This is an optimization exercise on Yosys and OpenROAD, whose aim is small area, not a production implementation.
Only simulation tests tie the RTL to the original design; equivalence was not proved.
Power and IR drop assume default switching activity.

<file path="flow/design.v">
`default_nettype none
package exu_pkg;
    localparam int SPEC_W  = 3;
    localparam int ALUOP_W = 4;
    typedef enum logic [SPEC_W-1:0] {
        SPEC_NONE  = 3'd0,
        SPEC_JAL   = 3'd1,
        SPEC_JALR  = 3'd2,
        SPEC_AUIPC = 3'd3,
        SPEC_LUI   = 3'd4,
        SPEC_STORE = 3'd5
    } spec_e;
    typedef enum logic [ALUOP_W-1:0] {
        ALU_ADD   = 4'd0,
        ALU_SUB   = 4'd1,
        ALU_SLL   = 4'd2,
        ALU_SLT   = 4'd3,
        ALU_SLTU  = 4'd4,
        ALU_XOR   = 4'd5,
        ALU_SRL   = 4'd6,
        ALU_SRA   = 4'd7,
        ALU_OR    = 4'd8,
        ALU_AND   = 4'd9,
        ALU_PASSB = 4'd10
    } aluop_e;
endpackage
`default_nettype wire
`default_nettype none
module exu_alu #(
    parameter int DATA_WIDTH = 64
) (
    input  logic [DATA_WIDTH-1:0] a_i,
    input  logic [DATA_WIDTH-1:0] b_i,
    input  logic [exu_pkg::ALUOP_W-1:0] aluop_i,
    input  logic                  word_i,
    output logic [DATA_WIDTH-1:0] result_o
);
    logic [5:0]            w_shamt;
    logic [4:0]            w_shamt_w;
    logic [31:0]           w_a32;
    logic [31:0]           w_b32;
    logic [31:0]           w_res32;
    logic [DATA_WIDTH-1:0] w_res_full;
    logic                  w_use_word;
    always_comb begin
        w_shamt    = b_i[5:0];
        w_shamt_w  = b_i[4:0];
        w_a32      = a_i[31:0];
        w_b32      = b_i[31:0];
        w_res_full = '0;
        w_res32    = '0;
        w_use_word = 1'b0;
        case (aluop_i)
            exu_pkg::ALU_ADD: begin
                w_res_full = a_i + b_i;
                w_res32    = w_a32 + w_b32;
                w_use_word = word_i;
            end
            exu_pkg::ALU_SUB: begin
                w_res_full = a_i - b_i;
                w_res32    = w_a32 - w_b32;
                w_use_word = word_i;
            end
            exu_pkg::ALU_SLL: begin
                w_res_full = a_i << w_shamt;
                w_res32    = w_a32 << w_shamt_w;
                w_use_word = word_i;
            end
            exu_pkg::ALU_SLT:   w_res_full = {{(DATA_WIDTH-1){1'b0}}, ($signed(a_i) < $signed(b_i))};
            exu_pkg::ALU_SLTU:  w_res_full = {{(DATA_WIDTH-1){1'b0}}, (a_i < b_i)};
            exu_pkg::ALU_XOR:   w_res_full = a_i ^ b_i;
            exu_pkg::ALU_SRL: begin
                w_res_full = a_i >> w_shamt;
                w_res32    = w_a32 >> w_shamt_w;
                w_use_word = word_i;
            end
            exu_pkg::ALU_SRA: begin
                w_res_full = $unsigned($signed(a_i) >>> w_shamt);
                w_res32    = $unsigned($signed(w_a32) >>> w_shamt_w);
                w_use_word = word_i;
            end
            exu_pkg::ALU_OR:    w_res_full = a_i | b_i;
            exu_pkg::ALU_AND:   w_res_full = a_i & b_i;
            exu_pkg::ALU_PASSB: w_res_full = b_i;
            default:   w_res_full = '0;
        endcase
    end
    assign result_o = w_use_word ? DATA_WIDTH'($signed(w_res32)) : w_res_full;
endmodule
`default_nettype wire
`default_nettype none
module exu_pipe #(
    parameter int DATA_WIDTH = 64,
    parameter int NUM_BYPASS = 2,
    parameter int REG_IDX_W  = 5
) (
    input  logic                             clk,
    input  logic                             rst,
    input  logic                             in_valid_i,
    output logic                             in_ready_o,
    input  logic                             ers1_i,
    input  logic                             ers2_i,
    input  logic [exu_pkg::SPEC_W-1:0]       specinst_i,
    input  logic [exu_pkg::ALUOP_W-1:0]      aluop_i,
    input  logic                             word_i,
    input  logic [REG_IDX_W-1:0]             rs1_idx_i,
    input  logic [REG_IDX_W-1:0]             rs2_idx_i,
    input  logic [DATA_WIDTH-1:0]            rs1_i,
    input  logic [DATA_WIDTH-1:0]            rs2_i,
    input  logic [DATA_WIDTH-1:0]            pc_i,
    input  logic [DATA_WIDTH-1:0]            imme_i,
    input  logic [NUM_BYPASS-1:0]            byp_valid_i,
    input  logic [NUM_BYPASS*REG_IDX_W-1:0]  byp_rd_i,
    input  logic [NUM_BYPASS*DATA_WIDTH-1:0] byp_data_i,
    output logic                             out_valid_o,
    input  logic                             out_ready_i,
    output logic [DATA_WIDTH-1:0]            result_o,
    output logic [DATA_WIDTH-1:0]            store_data_o
);
    logic [DATA_WIDTH-1:0] w_rs1_eff, w_rs2_eff;
    logic [DATA_WIDTH-1:0] a_d, b_d, st_d, w_alu_res;
    logic                  w_s2_adv, w_s1_adv, w_accept;
    logic                  s1_valid_q, s2_valid_q;
    logic [DATA_WIDTH-1:0] s1_a_q, s1_b_q, s1_st_q;
    logic [exu_pkg::ALUOP_W-1:0]    s1_op_q;
    logic                  s1_word_q;
    logic [DATA_WIDTH-1:0] result_q, store_q;
    always_comb begin
        w_rs1_eff = rs1_i;
        w_rs2_eff = rs2_i;
        for (int k = NUM_BYPASS - 1; k >= 0; k--) begin
            if (byp_valid_i[k] && (byp_rd_i[k*REG_IDX_W +: REG_IDX_W] == rs1_idx_i) &&
                (rs1_idx_i != '0))
                w_rs1_eff = byp_data_i[k*DATA_WIDTH +: DATA_WIDTH];
            if (byp_valid_i[k] && (byp_rd_i[k*REG_IDX_W +: REG_IDX_W] == rs2_idx_i) &&
                (rs2_idx_i != '0))
                w_rs2_eff = byp_data_i[k*DATA_WIDTH +: DATA_WIDTH];
        end
    end
    always_comb begin
        if (ers1_i)
            a_d = w_rs1_eff;
        else if (specinst_i == exu_pkg::SPEC_JAL || specinst_i == exu_pkg::SPEC_JALR || specinst_i == exu_pkg::SPEC_AUIPC)
            a_d = pc_i;
        else
            a_d = '0;
        if (ers2_i)
            b_d = (specinst_i == exu_pkg::SPEC_STORE) ? imme_i : w_rs2_eff;
        else if (specinst_i == exu_pkg::SPEC_LUI)
            b_d = imme_i;
        else if (specinst_i == exu_pkg::SPEC_JAL || specinst_i == exu_pkg::SPEC_JALR)
            b_d = DATA_WIDTH'(4);
        else
            b_d = imme_i;
        st_d = (specinst_i == exu_pkg::SPEC_STORE) ? w_rs2_eff : '0;
    end
    assign w_s2_adv   = !s2_valid_q || out_ready_i;
    assign w_s1_adv   = s1_valid_q && w_s2_adv;
    assign in_ready_o = !s1_valid_q || w_s2_adv;
    assign w_accept   = in_valid_i && in_ready_o;
    exu_alu #(
        .DATA_WIDTH (DATA_WIDTH)
    ) u_alu (
        .a_i      (s1_a_q),
        .b_i      (s1_b_q),
        .aluop_i  (s1_op_q),
        .word_i   (s1_word_q),
        .result_o (w_alu_res)
    );
    always_ff @(posedge clk) begin
        if (rst) begin
            s1_valid_q <= 1'b0;
            s1_a_q     <= '0;
            s1_b_q     <= '0;
            s1_st_q    <= '0;
            s1_op_q    <= '0;
            s1_word_q  <= 1'b0;
            s2_valid_q <= 1'b0;
            result_q   <= '0;
            store_q    <= '0;
        end else begin
            if (w_accept) begin
                s1_valid_q <= 1'b1;
                s1_a_q     <= a_d;
                s1_b_q     <= b_d;
                s1_st_q    <= st_d;
                s1_op_q    <= aluop_i;
                s1_word_q  <= word_i;
            end else if (w_s1_adv) begin
                s1_valid_q <= 1'b0;
            end
            if (w_s2_adv) begin
                s2_valid_q <= s1_valid_q;
                if (s1_valid_q) begin
                    result_q <= w_alu_res;
                    store_q  <= s1_st_q;
                end
            end
        end
    end
    assign out_valid_o  = s2_valid_q;
    assign result_o     = result_q;
    assign store_data_o = store_q;
endmodule
`default_nettype wire
</file>
<file path="flow/run.sh">
#!/bin/bash
# synth_recipe.tcl (not shown) runs the flow's synth.tcl, then flattens the netlist and writes it again
# the make line also repeats each setting of config.mk as NAME=value (left out here)
make -C /OpenROAD-flow-scripts/flow DESIGN_CONFIG=/design/flow/config.mk WORK_HOME=/design/flow/orfs CLKGATE_MAP_FILE= SYNTH_SCRIPT=/design/flow/synth_recipe.tcl finish
</file>
<file path="flow/config.mk">
export PLATFORM = sky130hd
export DESIGN_NAME = exu_pipe
export DESIGN_NICKNAME = exu_pipe
export VERILOG_FILES = /design/flow/design.v
export SDC_FILE = /design/flow/constraint.sdc
export NUM_CORES = 4
export LEC_CHECK = 0
export CAP_MARGIN = 20
export CORE_MARGIN = 2
export CORE_UTILIZATION = 30
export SLEW_MARGIN = 20
</file>
<file path="flow/constraint.sdc">
create_clock -name core_clock -period 6.5 [get_ports {clk}]
set_input_delay 1.3000 -clock core_clock [delete_from_list [all_inputs] [get_ports {clk}]]
set_output_delay 1.3000 -clock core_clock [all_outputs]
set_load 0.01 [all_outputs]
</file>
==> run notes <==
## registers in the layout (all words and copies together), names as in the netlist
register	flops
s1_word_q	1
s1_op_q	4
s2_valid_q	1
store_q	64
s1_a_q	64
s1_b_q	64
result_q	64
s1_st_q	64
s1_valid_q	1
## cell families (layout without fill, tap and decap cells)
family                     Yosys count  count (layout)  share of synthesized area, %
muxes                              419             419                          13.1
other                                0               9                             0
DFF                                327             327                          17.0
AOI/OAI and AO/OA                 2081            2081                          35.7
xor gates and xnor gates           103             103                          2.35
buffers and inverters              687            1013                          6.97
and+or+nand+nor                   1553            1553                          17.4
adders and majority gates          227             227                          7.45
## power breakdown
part           internal [mW]  switching, mW  leakage [nW]
clock network           1.53           1.12         0.727
registers               2.11          0.209          2.68
logic                   1.55           2.98          13.3
## metrics by stage
stage / worst slack, ns / cell area [sq um]
after floorplan: 1.31 / 38400
after global placement: 0.658 / 45800
after detailed placement: 0.636 / 45800
after CTS: 0.563 / 47300
after global routing: 0.266 / 47300
final: 0.369 / 47300
## worst max-delay path, stage by stage, from the launching register on
cell	delay [ns]
dfxtp_4	0.34
or3_1	0.42
or3_1	0.35
nor2_2	0.26
nand3_1	0.19
nand3b_1	0.30
or2_2	0.38
nor3_1	0.38
a21oi_1	0.16
xnor2_1	0.17
ha_1	0.41
a21oi_1	0.24
o211ai_1	0.16
a211oi_1	0.53
o41ai_1	0.21
xnor2_1	0.15
nand2_1	0.23
a31oi_4	0.12
a21o_2	0.32
a2111oi_0	0.55
nor2_1	0.09
## area by class of cell
type	instances	share of cell area, %
flip-flops and latches	327	13.9
clock inverters	14	0.492
clock buffers	62	2.68
diodes	9	0.0476
repair buffers	731	14.9
well taps	1662	4.39
multi-input cells	4383	62.0
inverters	206	1.63
## synth_stat cells (21+ instances only)
library cell	n	area share [%]
mux2_2	97	2.8
o21ai_0	503	6.6
and2_1	31	0.50
mux4_2	57	3.3
nand4_1	33	0.54
or3_1	23	0.37
a21o_1	44	0.86
o22ai_1	63	1.0
nand2_1	670	6.5
a21oi_1	504	6.6
o21bai_1	40	0.78
xnor2_1	85	1.9
a22oi_1	113	2.2
nand3_1	70	0.91
a211oi_1	194	3.8
nor2b_1	21	0.34
o31ai_1	44	0.86
inv_1	201	2.0
dfxtp_1	327	17
a221oi_1	180	4.1
a221o_1	22	0.57
nand2b_1	37	0.60
nor4_1	37	0.60
buf_2	55	0.72
o21a_1	21	0.41
clkbuf_1	357	3.5
buf_1	63	0.62
a31oi_1	59	0.96
nor2_1	489	4.8
o221ai_1	34	0.78
mux2i_1	265	6.9
ha_1	224	7.3
o211ai_1	68	1.3
nor3_1	85	1.1
## routing by layer
metal	track usage, %	wire length [um]	vias to the layer above
met5	0	195	-
met1	47.6	101000	22942
li1	-	-	20724
met2	50.3	97600	3140
met4	15.9	12900	32
met3	10.5	29100	593
## final timing paths
| check | from | end | slack, ns | cells after the start |
|---|---|---|---|---|
| setup / recovery | s1_b_q[3]$_SDFFE_PP0P_ | result_q[31]$_SDFFE_PP0P_ | 0.37 | 20 |
| setup reg to reg | s1_b_q[3]$_SDFFE_PP0P_ | result_q[31]$_SDFFE_PP0P_ | 0.37 | 20 |
| hold reg to reg | s1_st_q[34]$_SDFFE_PP0P_ | store_q[34]$_SDFFE_PP0P_ | 0.42 | 2 |
| hold / removal | s1_st_q[34]$_SDFFE_PP0P_ | store_q[34]$_SDFFE_PP0P_ | 0.42 | 2 |
==> summary.txt <==
Outcome
  – Outcome: finished clean

Routing
  – Vias: around 47k
  – Post-route DRC: 0
  – 1st-iter DRT viols: 6611
  – Wire length per cell: ~33 um
  – Via density: ~6.4
  – Final ANT Viol Nets: 0
  – WL final: around 240000 um
  – TritonRoute pass-1 iters: 7

Timing
  – Fin Setup TNS: 0 ns
  – Worst hold slack: about 0.42 ns
  – Max Freq: ~160 MHz
  – Final worst-path cycle share: approximately 94%
  – Final Hold Viols: 0
  – RSZ-0062 raised after global routing: false
  – Final Slew Violations: 0
  – Final min period: around 6.1 ns
  – Final setup vio count: 0
  – Max transition margin: between 10% and 20%
  – Final setup skew: 0.0498 ns
  – Worst Max-Slew Pin Slew: around 1.3 ns

Placed design
  – Placed Cells: approximately 7.3k
  – GP Congestion: 1.09
  – Port Buffers: approximately 550
  – Dpl hpwl: 188000 um

Global route
  – Vias in the first global route: 43.8k
  – First-pass GRT wire length: 335000 um
  – Pin count of the biggest net entering global routing: 136
  – GRT Overall Usage: between 30% and 40%
  – Total global routing overflow: 0
  – Antenna violations before repair: 28

Synthesis
  – Post-synth EDFFs: 0
  – Top_reg_cell synth: dfxtp_1
  – Synth Warn #: 2
  – Post-synthesis cell count: ~5.4k
  – Synth unique cells: 102
  – Syn nets: 6044
  – Seq/Total Area, Yosys: 17.0%
  – Synth async-reset ratio: 0%
  – Avg Cell Area, Syn: slightly above 7 sq um
  – Synthesized area: 38400 sq um
  – Synthesized flop and latch total: 327

Power
  – P_leak: ~17 nW
  – PwrDens: roughly 200 nW/um^2
  – Overall power: 9.50 mW
  – Maximum vdd drop: ~190 uV

Clock network
  – CTS hold repair buffers: 0
  – Worst-path clk slew: approximately 0.070 ns
  – CTS sink count: approximately 330
  – CTS tree: done
  – CTS buffer count: 44
  – CTS resizes: 0
  – Clock tree buffer depth: 3
  – Clock root cell: clkbuf_16
  – Worst-skew pair later-pin latency: between 0.6 and 0.7 ns
  – H-tree levels: 2
  – Post-CTS setup buffers: 0

Die
  – Die Span Y: between 300 and 400 um
  – I/O pins: between 500 and 600
  – Starting density of the core: between 30 and 40%
  – Num rows: approximately 130
  – Die Width: about 360 um
  – Die area: 131000 sq um
  – Core Region: approximately 130000 sq um

Critical path
  – CP Launch Type: register
  – Worst-path fanout max: 8
  – CP endpoint kind: register
  – Crit Path Category: reg2reg
  – CP Data Arrival Time: between 6 and 7 ns
  – Worst path required time: 7.00 ns

Final layout
  – Post-layout util: approximately 37%
  – Layout area overhead: 23.2%
  – Nets: between 6k and 7k
  – Area of the multi-input gates: slightly below 30000 sq um
  – Final non-filler cell total: around 7.4k
  – Share of layout cells above drive strength 1: 8.63%
  – Commonest non-fill, non-tap cell in the layout: nand2_1
  – Sequential Area: roughly 6600 sq um
  – FILL cells: 13.5k
  – Commonest cells after routing, fill and taps aside: 667 x nand2_1, 546 x clkdlybuf4s50_1, 504 x a21oi_1, 501 x o21ai_0, 486 x nor2_1

Flow run
  – Max cap viols: 0

Hold path
  – Hold Path Class: reg2reg

## afterwards: timing with drivers on the ports
No port has a modelled driver above. Below, the same layout with a new extraction and two added sets of constraints.
Step 1, drivers: a clkbuf_16 drives clk and a buf_2 each remaining input, both assumed.
Step 2 times the ports against the registers' clock, not the clock port: input delays grow and output delays shrink by t, the midpoint of the rising clock arrivals with the driver on.
Slacks: no drivers / after step 1 / after step 2; pairs: no drivers / after step 1.
shift t [ns]: 0.710
setup slack, ns: 0.369 / 0.369 / 0.369
worst slew at a driven data input, ns: 0.11
After both steps this run still meets setup and hold. The setup slack of this run moves by 0.000 ns with the drivers and by 0.000 ns with both steps.
